Source: an optimization exercise on an open RTL-to-GDS flow (aim: small area, a short achievable clock period and few clock cycles per item). Production flows keep margins and buffers that such runs may drop.
Function was checked by simulation only, so behaviour that the tests miss may differ from the original.

File: flow/wmcs_sine.hex
0000
0032
0065
0097
00c9
00fb
012e
0160
0192
01c4
01f7
0229
025b
028d
02c0
02f2
0324
0356
0389
03bb
03ed
041f
0452
0484
04b6
04e8
051b
054d
057f
05b1
05e3
0616
0648
067a
06ac
06de
0711
0743
0775
07a7
07d9
080c
083e
0870
08a2
08d4
0906
0938
096b
099d
09cf
0a01
0a33
0a65
0a97
0ac9
0afb
0b2d
0b60
0b92
0bc4
0bf6
0c28
0c5a
0c8c
0cbe
0cf0
0d22
0d54
0d86
0db8
0dea
0e1c
0e4e
0e80
0eb2
0ee4
0f15
0f47
0f79
0fab
0fdd
100f
1041
1073
10a4
10d6
1108
113a
116c
119e
11cf
1201
1233
1265
1296
12c8
12fa
132b
135d
138f
13c1
13f2
1424
1455
1487
14b9
14ea
151c
154d
157f
15b1
15e2
1614
1645
1677
16a8
16da
170b
173c
176e
179f
17d1
1802
1833
1865
1896
18c7
18f9
192a
195b
198d
19be
19ef
1a20
1a51
1a83
1ab4
1ae5
1b16
1b47
1b78
1ba9
1bda
1c0c
1c3d
1c6e
1c9f
1cd0
1d01
1d31
1d62
1d93
1dc4
1df5
1e26
1e57
1e88
1eb8
1ee9
1f1a
1f4b
1f7b
1fac
1fdd
200e
203e
206f
209f
20d0
2101
2131
2162
2192
21c3
21f3
2224
2254
2284
22b5
22e5
2316
2346
2376
23a7
23d7
2407
2437
2467
2498
24c8
24f8
2528
2558
2588
25b8
25e8
2618
2648
2678
26a8
26d8
2708
2738
2768
2797
27c7
27f7
2827
2856
2886
28b6
28e5
2915
2945
2974
29a4
29d3
2a03
2a32
2a62
2a91
2ac1
2af0
2b1f
2b4f
2b7e
2bad
2bdc
2c0c
2c3b
2c6a
2c99
2cc8
2cf7
2d26
2d55
2d84
2db3
2de2
2e11
2e40
2e6f
2e9e
2ecc
2efb
2f2a
2f59
2f87
2fb6
2fe5
3013
3042
3070
309f
30cd
30fc
312a
3159
3187
31b5
31e4
3212
3240
326e
329d
32cb
32f9
3327
3355
3383
33b1
33df
340d
343b
3469
3497
34c4
34f2
3520
354e
357b
35a9
35d7
3604
3632
365f
368d
36ba
36e8
3715
3742
3770
379d
37ca
37f7
3825
3852
387f
38ac
38d9
3906
3933
3960
398d
39ba
39e7
3a13
3a40
3a6d
3a9a
3ac6
3af3
3b20
3b4c
3b79
3ba5
3bd2
3bfe
3c2a
3c57
3c83
3caf
3cdc
3d08
3d34
3d60
3d8c
3db8
3de4
3e10
3e3c
3e68
3e94
3ec0
3eec
3f17
3f43
3f6f
3f9a
3fc6
3ff1
401d
4048
4074
409f
40cb
40f6
4121
414d
4178
41a3
41ce
41f9
4224
424f
427a
42a5
42d0
42fb
4326
4351
437b
43a6
43d1
43fb
4426
4450
447b
44a5
44d0
44fa
4524
454f
4579
45a3
45cd
45f7
4621
464b
4675
469f
46c9
46f3
471d
4747
4770
479a
47c4
47ed
4817
4840
486a
4893
48bd
48e6
490f
4939
4962
498b
49b4
49dd
4a06
4a2f
4a58
4a81
4aaa
4ad3
4afb
4b24
4b4d
4b75
4b9e
4bc7
4bef
4c17
4c40
4c68
4c91
4cb9
4ce1
4d09
4d31
4d59
4d81
4da9
4dd1
4df9
4e21
4e49
4e71
4e98
4ec0
4ee8
4f0f
4f37
4f5e
4f85
4fad
4fd4
4ffb
5023
504a
5071
5098
50bf
50e6
510d
5134
515b
5181
51a8
51cf
51f5
521c
5243
5269
5290
52b6
52dc
5303
5329
534f
5375
539b
53c1
53e7
540d
5433
5459
547f
54a4
54ca
54f0
5515
553b
5560
5586
55ab
55d0
55f6
561b
5640
5665
568a
56af
56d4
56f9
571e
5743
5767
578c
57b1
57d5
57fa
581e
5843
5867
588c
58b0
58d4
58f8
591c
5940
5964
5988
59ac
59d0
59f4
5a18
5a3b
5a5f
5a82
5aa6
5ac9
5aed
5b10
5b34
5b57
5b7a
5b9d
5bc0
5be3
5c06
5c29
5c4c
5c6f
5c91
5cb4
5cd7
5cf9
5d1c
5d3e
5d61
5d83
5da5
5dc8
5dea
5e0c
5e2e
5e50
5e72
5e94
5eb6
5ed7
5ef9
5f1b
5f3c
5f5e
5f80
5fa1
5fc2
5fe4
6005
6026
6047
6068
6089
60aa
60cb
60ec
610d
612e
614e
616f
6190
61b0
61d1
61f1
6211
6232
6252
6272
6292
62b2
62d2
62f2
6312
6332
6351
6371
6391
63b0
63d0
63ef
640f
642e
644d
646c
648b
64ab
64ca
64e9
6507
6526
6545
6564
6582
65a1
65c0
65de
65fc
661b
6639
6657
6675
6693
66b2
66d0
66ed
670b
6729
6747
6764
6782
67a0
67bd
67da
67f8
6815
6832
6850
686d
688a
68a7
68c4
68e0
68fd
691a
6937
6953
6970
698c
69a9
69c5
69e1
69fd
6a1a
6a36
6a52
6a6e
6a89
6aa5
6ac1
6add
6af8
6b14
6b30
6b4b
6b66
6b82
6b9d
6bb8
6bd3
6bee
6c09
6c24
6c3f
6c5a
6c75
6c8f
6caa
6cc4
6cdf
6cf9
6d14
6d2e
6d48
6d62
6d7c
6d96
6db0
6dca
6de4
6dfe
6e17
6e31
6e4a
6e64
6e7d
6e97
6eb0
6ec9
6ee2
6efb
6f14
6f2d
6f46
6f5f
6f78
6f90
6fa9
6fc2
6fda
6ff2
700b
7023
703b
7053
706b
7083
709b
70b3
70cb
70e3
70fa
7112
712a
7141
7158
7170
7187
719e
71b5
71cc
71e3
71fa
7211
7228
723f
7255
726c
7282
7299
72af
72c5
72dc
72f2
7308
731e
7334
734a
735f
7375
738b
73a0
73b6
73cb
73e1
73f6
740b
7421
7436
744b
7460
7475
7489
749e
74b3
74c7
74dc
74f0
7505
7519
752d
7542
7556
756a
757e
7592
75a6
75b9
75cd
75e1
75f4
7608
761b
762e
7642
7655
7668
767b
768e
76a1
76b4
76c7
76d9
76ec
76fe
7711
7723
7736
7748
775a
776c
777e
7790
77a2
77b4
77c6
77d8
77e9
77fb
780c
781e
782f
7840
7851
7863
7874
7885
7895
78a6
78b7
78c8
78d8
78e9
78f9
790a
791a
792a
793a
794a
795b
796a
797a
798a
799a
79aa
79b9
79c9
79d8
79e7
79f7
7a06
7a15
7a24
7a33
7a42
7a51
7a60
7a6e
7a7d
7a8c
7a9a
7aa8
7ab7
7ac5
7ad3
7ae1
7aef
7afd
7b0b
7b19
7b27
7b34
7b42
7b50
7b5d
7b6a
7b78
7b85
7b92
7b9f
7bac
7bb9
7bc6
7bd3
7bdf
7bec
7bf9
7c05
7c11
7c1e
7c2a
7c36
7c42
7c4e
7c5a
7c66
7c72
7c7e
7c89
7c95
7ca0
7cac
7cb7
7cc2
7cce
7cd9
7ce4
7cef
7cfa
7d05
7d0f
7d1a
7d25
7d2f
7d3a
7d44
7d4e
7d58
7d63
7d6d
7d77
7d81
7d8a
7d94
7d9e
7da7
7db1
7dba
7dc4
7dcd
7dd6
7de0
7de9
7df2
7dfb
7e03
7e0c
7e15
7e1e
7e26
7e2f
7e37
7e3f
7e48
7e50
7e58
7e60
7e68
7e70
7e78
7e7f
7e87
7e8e
7e96
7e9d
7ea5
7eac
7eb3
7eba
7ec1
7ec8
7ecf
7ed6
7edd
7ee3
7eea
7ef0
7ef7
7efd
7f03
7f0a
7f10
7f16
7f1c
7f22
7f27
7f2d
7f33
7f38
7f3e
7f43
7f49
7f4e
7f53
7f58
7f5d
7f62
7f67
7f6c
7f71
7f75
7f7a
7f7e
7f83
7f87
7f8b
7f90
7f94
7f98
7f9c
7fa0
7fa3
7fa7
7fab
7fae
7fb2
7fb5
7fb9
7fbc
7fbf
7fc2
7fc5
7fc8
7fcb
7fce
7fd1
7fd3
7fd6
7fd9
7fdb
7fdd
7fe0
7fe2
7fe4
7fe6
7fe8
7fea
7fec
7fed
7fef
7ff1
7ff2
7ff4
7ff5
7ff6
7ff7
7ff8
7ff9
7ffa
7ffb
7ffc
7ffd
7ffe
7ffe
7fff
7fff
7fff
8000
8000
8000
8000
File: flow/run.sh
#!/bin/bash
# synth_recipe.tcl (not shown) runs the flow's synth.tcl, then flattens the netlist and writes it again
# the make line also repeats each setting of config.mk as NAME=value (left out here)
make -C /OpenROAD-flow-scripts/flow DESIGN_CONFIG=/design/flow/config.mk WORK_HOME=/design/flow/orfs CLKGATE_MAP_FILE= SYNTH_SCRIPT=/design/flow/synth_recipe.tcl finish
File: flow/config.mk
export PLATFORM = sky130hd
export DESIGN_NAME = windowed_multitone_column_synth_core
export DESIGN_NICKNAME = windowed_multitone_column_synth_core
export VERILOG_FILES = /design/flow/design.v
export SDC_FILE = /design/flow/constraint.sdc
export NUM_CORES = 4
export LEC_CHECK = 0
export CAP_MARGIN = 20
export CORE_MARGIN = 2
export CORE_UTILIZATION = 40
export SLEW_MARGIN = 20
export SYNTH_MEMORY_MAX_BITS = 32768
File: flow/constraint.sdc
create_clock -name core_clock -period 9.0 [get_ports {i_clk}]
set_input_delay 1.8000 -clock core_clock [delete_from_list [all_inputs] [get_ports {i_clk}]]
set_output_delay 1.8000 -clock core_clock [all_outputs]
set_load 0.01 [all_outputs]
File: flow/design.v
module wmcs_cos_unit (
    input  logic                    i_clk,
    input  logic                    i_en,
    input  logic [31:0]             i_phase,
    output logic signed [16:0]      o_cos
);
    localparam int TABLE_BITS = 10;
    localparam int N  = 1 << TABLE_BITS;
    localparam int AW = TABLE_BITS + 1;
    logic [15:0]           rom_w [0:N];
    logic [TABLE_BITS-1:0] idx;
    logic [AW-1:0]         addr;
    logic                  flip;
    logic                  neg;
    logic [15:0]           r_mag;
    logic                  r_neg;
    initial begin
        $readmemh("wmcs_sine.hex", rom_w);
    end
    assign idx  = i_phase[29 -: TABLE_BITS];
    assign flip = ~i_phase[30];
    assign neg  = i_phase[30] ^ i_phase[31];
    assign addr = flip ? (AW'(N) - {1'b0, idx}) : {1'b0, idx};
    always_ff @(posedge i_clk) begin
        if (i_en) begin
            r_mag <= rom_w[addr];
            r_neg <= neg;
        end
    end
    assign o_cos = r_neg ? -$signed({1'b0, r_mag}) : $signed({1'b0, r_mag});
endmodule
module wmcs_scaler (
    input  logic                    i_clk,
    input  logic                    i_mul1,
    input  logic                    i_mul2,
    input  logic signed [19:0]      i_acc,
    input  logic signed [16:0]      i_win,
    input  logic [14:0]             i_amp,
    output logic signed [15:0]      o_sample
);
    localparam int ACC_W      = 20;   
    localparam int COS_W      = 17;   
    localparam int AMP_W      = 15;
    localparam int P1_W       = ACC_W + COS_W;
    localparam int P2_W       = P1_W + AMP_W + 1;
    localparam int PROD_SHIFT = 30;
    localparam logic signed [15:0] SAMPLE_MAX = 16'sh7fff;
    localparam logic signed [15:0] SAMPLE_MIN = 16'sh8000;
    logic signed [P1_W-1:0] r_p1;
    logic signed [P2_W-1:0] r_p2;
    logic [P2_W-1:0]        mag;
    logic [P2_W-PROD_SHIFT-1:0] mag_hi;
    always_ff @(posedge i_clk) begin
        if (i_mul1) begin
            r_p1 <= i_acc * i_win;
        end
        if (i_mul2) begin
            r_p2 <= r_p1 * $signed({1'b0, i_amp});
        end
    end
    always_comb begin
        mag    = r_p2[P2_W-1] ? P2_W'(-r_p2) : P2_W'(r_p2);
        mag_hi = mag[P2_W-1:PROD_SHIFT];
        if (r_p2[P2_W-1]) begin
            if (mag_hi > 32768) begin
                o_sample = SAMPLE_MIN;
            end else begin
                o_sample = -$signed(mag_hi[15:0]);
            end
        end else begin
            if (mag_hi > 32767) begin
                o_sample = SAMPLE_MAX;
            end else begin
                o_sample = $signed(mag_hi[15:0]);
            end
        end
    end
endmodule
module windowed_multitone_column_synth_core (
    input  logic               i_clk,
    input  logic               i_rst_n,
    input  logic               i_in_valid,
    output logic               o_in_stall,
    input  logic [7:0]         i_column_mask,
    output logic               o_out_valid,
    input  logic               i_out_stall,
    output logic signed [15:0] o_audio_sample,
    output logic               o_column_end,
    input  logic               psel,
    input  logic               penable,
    input  logic               pwrite,
    input  logic [4:0]         paddr,
    input  logic [31:0]        pwdata,
    output logic [31:0]        prdata,
    output logic               pready
);
    localparam int ADDR_W    = 5;
    localparam int DATA_W    = 32;
    localparam int MASK_BITS = 8;
    localparam int ACC_W     = 20;   
    localparam int COS_W     = 17;   
    localparam int AMP_W     = 15;
    localparam int LEN_W     = 16;
    localparam logic [2:0] REG_TOP_STEP    = 3'd0;
    localparam logic [2:0] REG_ROW_SPACING = 3'd1;
    localparam logic [2:0] REG_COLUMN_LEN  = 3'd2;
    localparam logic [2:0] REG_WIN_STEP    = 3'd3;
    localparam logic [2:0] REG_AMPLITUDE   = 3'd4;
    localparam logic [31:0]      RST_TOP_STEP    = 32'd2058005163;
    localparam logic [31:0]      RST_ROW_SPACING = 32'd12782641;
    localparam logic [LEN_W-1:0] RST_COLUMN_LEN  = 16'd480;
    localparam logic [31:0]      RST_WIN_STEP    = 32'd4483265;
    localparam logic [AMP_W-1:0] RST_AMPLITUDE   = 15'd4095;
    localparam logic [31:0] QUARTER_TURN = 32'h4000_0000;
    localparam logic [2:0] S_IDLE = 3'd0;
    localparam logic [2:0] S_LOOK = 3'd1;
    localparam logic [2:0] S_ACC  = 3'd2;
    localparam logic [2:0] S_MUL1 = 3'd3;
    localparam logic [2:0] S_MUL2 = 3'd4;
    localparam logic [2:0] S_OUT  = 3'd5;
    localparam int ROWS = 8;
    localparam int CW   = $clog2(ROWS + 1);
    localparam int RW = $clog2(ROWS);
    logic [2:0] r_state;
    logic [2:0] n_state;
    logic [31:0]      r_top_step;
    logic [31:0]      r_row_spacing;
    logic [LEN_W-1:0] r_col_len;
    logic [31:0]      r_win_step;
    logic [AMP_W-1:0] r_amp;
    logic [31:0]      r_row_phase [0:ROWS-1];
    logic [31:0]      r_win_phase;
    logic [LEN_W-1:0] r_index;
    logic [7:0]              r_mask;
    logic                    r_last;
    logic [CW-1:0]           r_cnt;
    logic [31:0]             r_inc;
    logic signed [ACC_W-1:0] r_acc;
    logic               r_out_valid;
    logic signed [15:0] r_out_sample;
    logic               r_out_end;
    logic                    in_xfer;
    logic                    cfg_wr;
    logic                    lookup_en;
    logic                    out_load;
    logic                    row_phase_sel;
    logic                    sound;
    logic [31:0]             look_phase;
    logic signed [COS_W-1:0] cos_val;
    logic signed [15:0]      sample;
    logic                    mul1;
    logic                    mul2;
    assign pready = 1'b1;
    assign cfg_wr = psel & penable & pwrite & pready;
    always_ff @(posedge i_clk) begin
        if (!i_rst_n) begin
            r_top_step    <= RST_TOP_STEP;
            r_row_spacing <= RST_ROW_SPACING;
            r_col_len     <= RST_COLUMN_LEN;
            r_win_step    <= RST_WIN_STEP;
            r_amp         <= RST_AMPLITUDE;
        end else if (cfg_wr) begin
            unique case (paddr[4:2])
                REG_TOP_STEP:    r_top_step    <= pwdata;
                REG_ROW_SPACING: r_row_spacing <= pwdata;
                REG_COLUMN_LEN:  r_col_len     <= pwdata[LEN_W-1:0];
                REG_WIN_STEP:    r_win_step    <= pwdata;
                REG_AMPLITUDE:   r_amp         <= pwdata[AMP_W-1:0];
                default: ;
            endcase
        end
    end
    always_comb begin
        unique case (paddr[4:2])
            REG_TOP_STEP:    prdata = r_top_step;
            REG_ROW_SPACING: prdata = r_row_spacing;
            REG_COLUMN_LEN:  prdata = DATA_W'(r_col_len);
            REG_WIN_STEP:    prdata = r_win_step;
            REG_AMPLITUDE:   prdata = DATA_W'(r_amp);
            default:         prdata = '0;
        endcase
    end
    assign in_xfer       = i_in_valid & ~o_in_stall;
    assign row_phase_sel = (r_cnt < CW'(ROWS));
    always_comb begin
        n_state = r_state;
        unique case (r_state)
            S_IDLE: if (in_xfer) n_state = S_LOOK;
            S_LOOK: n_state = S_ACC;
            S_ACC:  n_state = row_phase_sel ? S_LOOK : S_MUL1;
            S_MUL1: n_state = S_MUL2;
            S_MUL2: n_state = S_OUT;
            S_OUT:  if (out_load) n_state = S_IDLE;
            default: n_state = S_IDLE;
        endcase
    end
    always_comb begin
        o_in_stall      = (r_state != S_IDLE);
        lookup_en       = (r_state == S_LOOK);
        mul1            = (r_state == S_MUL1);
        mul2            = (r_state == S_MUL2);
        out_load        = (r_state == S_OUT) && (!r_out_valid || !i_out_stall);
    end
    always_ff @(posedge i_clk) begin
        if (!i_rst_n) begin
            r_state <= S_IDLE;
        end else begin
            r_state <= n_state;
        end
    end
    assign look_phase = row_phase_sel ? r_row_phase[r_cnt[RW-1:0]]
                                      : (r_win_phase - QUARTER_TURN);
    assign sound = (32'(r_cnt) < MASK_BITS) && r_mask[3'(r_cnt)];
    wmcs_cos_unit u_cos (
        .i_clk  (i_clk),
        .i_en   (lookup_en),
        .i_phase(look_phase),
        .o_cos  (cos_val)
    );
    wmcs_scaler u_scaler (
        .i_clk   (i_clk),
        .i_mul1  (mul1),
        .i_mul2  (mul2),
        .i_acc   (r_acc),
        .i_win   (cos_val),
        .i_amp   (r_amp),
        .o_sample(sample)
    );
    always_ff @(posedge i_clk) begin
        if (in_xfer) begin
            r_mask <= i_column_mask;
            r_last <= ((17'(r_index) + 17'd1) >= 17'(r_col_len));
            r_inc  <= r_top_step;
            r_acc  <= '0;
        end
        if (lookup_en && row_phase_sel) begin
            r_inc <= r_inc - r_row_spacing;
        end
        if (r_state == S_ACC && row_phase_sel && sound) begin
            r_acc <= r_acc + ACC_W'(cos_val);
        end
    end
    always_ff @(posedge i_clk) begin
        if (!i_rst_n) begin
            r_cnt <= '0;
        end else if (in_xfer) begin
            r_cnt <= '0;
        end else if (r_state == S_ACC && row_phase_sel) begin
            r_cnt <= r_cnt + CW'(1);
        end
    end
    always_ff @(posedge i_clk) begin
        if (!i_rst_n) begin
            for (int y = 0; y < ROWS; y++) begin
                r_row_phase[y] <= '0;
            end
            r_win_phase <= '0;
            r_index     <= '0;
        end else begin
            if (lookup_en && row_phase_sel) begin
                r_row_phase[r_cnt[RW-1:0]] <= r_last ? '0
                    : (r_row_phase[r_cnt[RW-1:0]] + r_inc);
            end
            if (mul1) begin
                r_win_phase <= r_last ? '0 : (r_win_phase + r_win_step);
                r_index     <= r_last ? '0 : (r_index + LEN_W'(1));
            end
        end
    end
    always_ff @(posedge i_clk) begin
        if (!i_rst_n) begin
            r_out_valid <= 1'b0;
        end else if (out_load) begin
            r_out_valid <= 1'b1;
        end else if (!i_out_stall) begin
            r_out_valid <= 1'b0;
        end
    end
    always_ff @(posedge i_clk) begin
        if (out_load) begin
            r_out_sample <= sample;
            r_out_end    <= r_last;
        end
    end
    assign o_out_valid    = r_out_valid;
    assign o_audio_sample = r_out_sample;
    assign o_column_end   = r_out_end;
endmodule
==> run notes <==
## area by class of cell
type,count,area share (%)
Tap cell,2385,3.74
Sequential cell,627,21.3
Multi-Input combinational cell,6168,63.4
Antenna cell,5,0.0157
Timing Repair Buffer,362,3.84
Inverter,982,4.63
Clock buffer,84,2.40
Clock inverter,45,0.679
## registers in the layout (all words and copies together) (netlist names), named ones only
name and flops:
r_last 1, r_amp 15, r_mask 8, r_row_spacing 32, r_out_valid 1, r_cnt 4, r_row_phase 256, r_top_step 32
u_scaler.r_p2 53, u_scaler.r_p1 37, r_out_end 1, u_cos.r_neg 1, r_state 3, r_index 16, r_win_step 32, r_acc 20
r_win_phase 32, r_inc 32, r_out_sample 16, u_cos.r_mag 16, r_col_len 16
## critical path, delay by kind of cell, from the launching register on
family / cells / cell delay, ns
adders and majority gates: 7 / 3.27
AOI/OAI and AO/OA: 11 / 2.21
buffers and inverters: 3 / 0.26
xor gates and xnor gates: 2 / 0.30
and+or+nand+nor: 7 / 1.77
DFF: 1 / 0.48
## cell usage after synthesis, types with 91 or more instances
cell / n
nand2_1: 1177
inv_1: 976
fa_1: 864
nor2_1: 690
edfxtp_1: 441
a21oi_1: 397
clkbuf_1: 384
o21ai_0: 375
ha_1: 369
and2_1: 359
dfxtp_1: 186
nand3_1: 165
xnor2_1: 150
nor2b_1: 99
nor3_1: 92
a21boi_0: 91
## metal layers
layer | vias to the layer above | wire [µm] | global-route usage (%)
li1 | 27631 | - | -
met1 | 31377 | 112000 | 38.3
met2 | 3246 | 119000 | 44.8
met3 | 861 | 24300 | 6.35
met4 | 10 | 16300 | 14.6
met5 | - | 67 | 0
## kinds of logic after synthesis
group                    share of synthesized area [%]
XOR/XNOR                                          2.93
multiplexers                                      2.86
adder cells (fa/ha/maj)                           29.9
buffers and inverters                             8.22
AND/OR/NAND/NOR                                   17.6
other                                          0.00512
flip-flops                                        23.2
AO/OA/AOI/OAI                                     15.3
## final timing paths
| kind | endpoint | start | cells after the start | slack [ns] |
|---|---|---|---|---|
| max | u_scaler.r_p1[32]$_DFFE_PN_ | u_cos.r_mag[3]$_SDFFCE_PP0P_ | 30 | 0.45 |
| min | r_col_len[13]$_SDFFE_PN0P_ | r_col_len[13]$_SDFFE_PN0P_ | 2 | 0.47 |
| min reg2reg | r_col_len[13]$_SDFFE_PN0P_ | r_col_len[13]$_SDFFE_PN0P_ | 2 | 0.47 |
| max reg2reg | u_scaler.r_p1[32]$_DFFE_PN_ | u_cos.r_mag[3]$_SDFFCE_PP0P_ | 30 | 0.45 |
## placed cells by master, fill, tap and decap left out, drive strengths merged, types with 91 or more instances in the layout
cell type,synthesis,final
a31oi,92,92
nor2,699,699
and2,360,360
a21boi,91,91
ha,369,369
fa,864,864
nor2b,99,99
nand3,166,166
nand2,1187,1187
buf,158,265
a21oi,403,403
inv,982,986
dfxtp,186,186
edfxtp,441,441
o21ai,396,396
clkdlybuf4s50,0,97
nor3,96,96
xnor2,154,154
## per-stage QoR
step	std cells	area (µm²)
floorplan	8321	73300
global placement	10524	77300
detailed placement	10524	77300
CTS	10653	79800
global route	10653	79800
finish	10658	79800
==> flow_metrics.env <==
export IMPL_status="timing/DRC/antenna clean"
export IMPL_ys_flop_type="edfxtp_1"
export IMPL_setup_worst_path_class="register to register"
export IMPL_path_common_cell="fa_1"
export IMPL_post_route_util_pct=43.7
export IMPL_ys_types=109
export IMPL_postRouteAntennaNets=0
export IMPL_clkSlewWorstSetupHoldPaths_ns=0.06
export IMPL_finalSetupViolCount=0
export IMPL_fin_ws_ns=0.450
export IMPL_crit_required_ns=9.43
export IMPL_clock_sinks=627
export IMPL_fp_dieH_um=432
export IMPL_grt_ovfl_total=0
export IMPL_syn_area_per_cell_um2=8.81
export IMPL_slew_headroom_pct=16.9
export IMPL_yosys_area_top_type_share_pct=23.6
export IMPL_rows=157
export IMPL_clock_latency_ns=0.70
export IMPL_multi_input_area_um2=50600
export IMPL_critPathMaxFanout=8
export IMPL_clockBufferDepth=3
export IMPL_grt_antenna_before_repair=9
export IMPL_max_freq_mhz=117
export IMPL_die_area_um2=187000
export IMPL_grt_pass1_vias=64339
export IMPL_finalSetupTns_ns=0
export IMPL_cts_tree="built"
export IMPL_crit_slowest_cell="fa_1"
export IMPL_htreeDepth=3
export IMPL_gp_congestion=1.07
export IMPL_hold_ws_ns=0.468
export IMPL_first_iter_violations=6881
export IMPL_fin_nets=9499
export IMPL_core_area_um2=182000
export IMPL_end_kind="register"
export IMPL_final_layout_size_suffix_gt1_share_pct=7.38
export IMPL_port_buffer_count=100
export IMPL_synth_seq_cells=627
export IMPL_worst_ep_arrival_time_ns=8.98
export IMPL_synth_warning_count=3
export IMPL_hold_viol_final=0
export IMPL_postCtsHoldBufs=0
export IMPL_drc=0
export IMPL_place_hpwl_um=201000
export IMPL_max_stage_delay_ns=0.55
export IMPL_first_pass_iters=8
export IMPL_avgViaCountPerCell=5.92
export IMPL_period_share_pct=95.0
export IMPL_synth_edf_count=441
export IMPL_skew_ns=0.0330
export IMPL_regArea_um2=17000
export IMPL_cts_resized=0
export IMPL_period_needed_ns=8.55
export IMPL_grt_max_degree=102
export IMPL_synth_seq_area_share_pct=23.2
export IMPL_area_growth_pct=8.92
export IMPL_wl_per_cell_um=25.5
export IMPL_cts_setup_buffers=0
export IMPL_clockRootBuffer="clkbuf_16"
export IMPL_syn_inst=8321
export IMPL_pre_cts_slack_ns=0.397
export IMPL_synth_area_leaders="fa_1 24%, edfxtp_1 18%, ha_1 6.3%, nand2_1 6.0%, dfxtp_1 5.1%"
export IMPL_syn_cell_area_um2=73300
export IMPL_ys_async_sr_fraction_pct=0
export IMPL_die_w_um=432
export IMPL_rsz0062_at_grt="false"
export IMPL_max_cap_viol_count=0
export IMPL_tightest_slew_ns=1.24
export IMPL_start_kind="register"
export IMPL_final_max_slew_violation_count=0
export IMPL_wl_um=272000
export IMPL_grt_first_pass_wirelength_um=411000
export IMPL_numCtsBuffers=73
export IMPL_hold_class="register to register"
export IMPL_grt_usage_pct=29.0
export IMPL_fillers=17825
export IMPL_start_util_pct=40.1
export IMPL_io_pins=104
export IMPL_synth_area_leader_cell="fa_1"
export IMPL_synth_nets=9606
export IMPL_via_count=63125
Testbench counts, summed over its fixed seeds: cycles 112,672, items 5,120.

separate check: timing with driven ports:
How much do the figures lean on ideal ports? The routed layout below was timed once more, with nothing changed but the port constraints.
Step 1: set_driving_cell puts a clkbuf_16 on i_clk and a buf_2 on each other input, an assumption about the parent block.
Step 2 adds t to the input delays and takes it off the output delays; t is the mean of the earliest and latest rising clock arrival at the registers after step 1. Input paths then give back, and output paths get back, about the clock's delay inside the block.
Slacks: no drivers / after step 1 / after step 2; pairs: no drivers / after step 1.
shift t [ns]: 0.765
setup WS [ns]: 0.450 / 0.450 / 0.450
worst hold slack (ns): 0.468 / 0.468 / 0.468
worst setup path at the end: register to register
latest minus earliest clock arrival (ns): 0.036 / 0.036
After both steps this run still meets setup and hold. For this run, drivers alone change the setup slack by 0.000 ns; drivers and shift together by 0.000 ns.
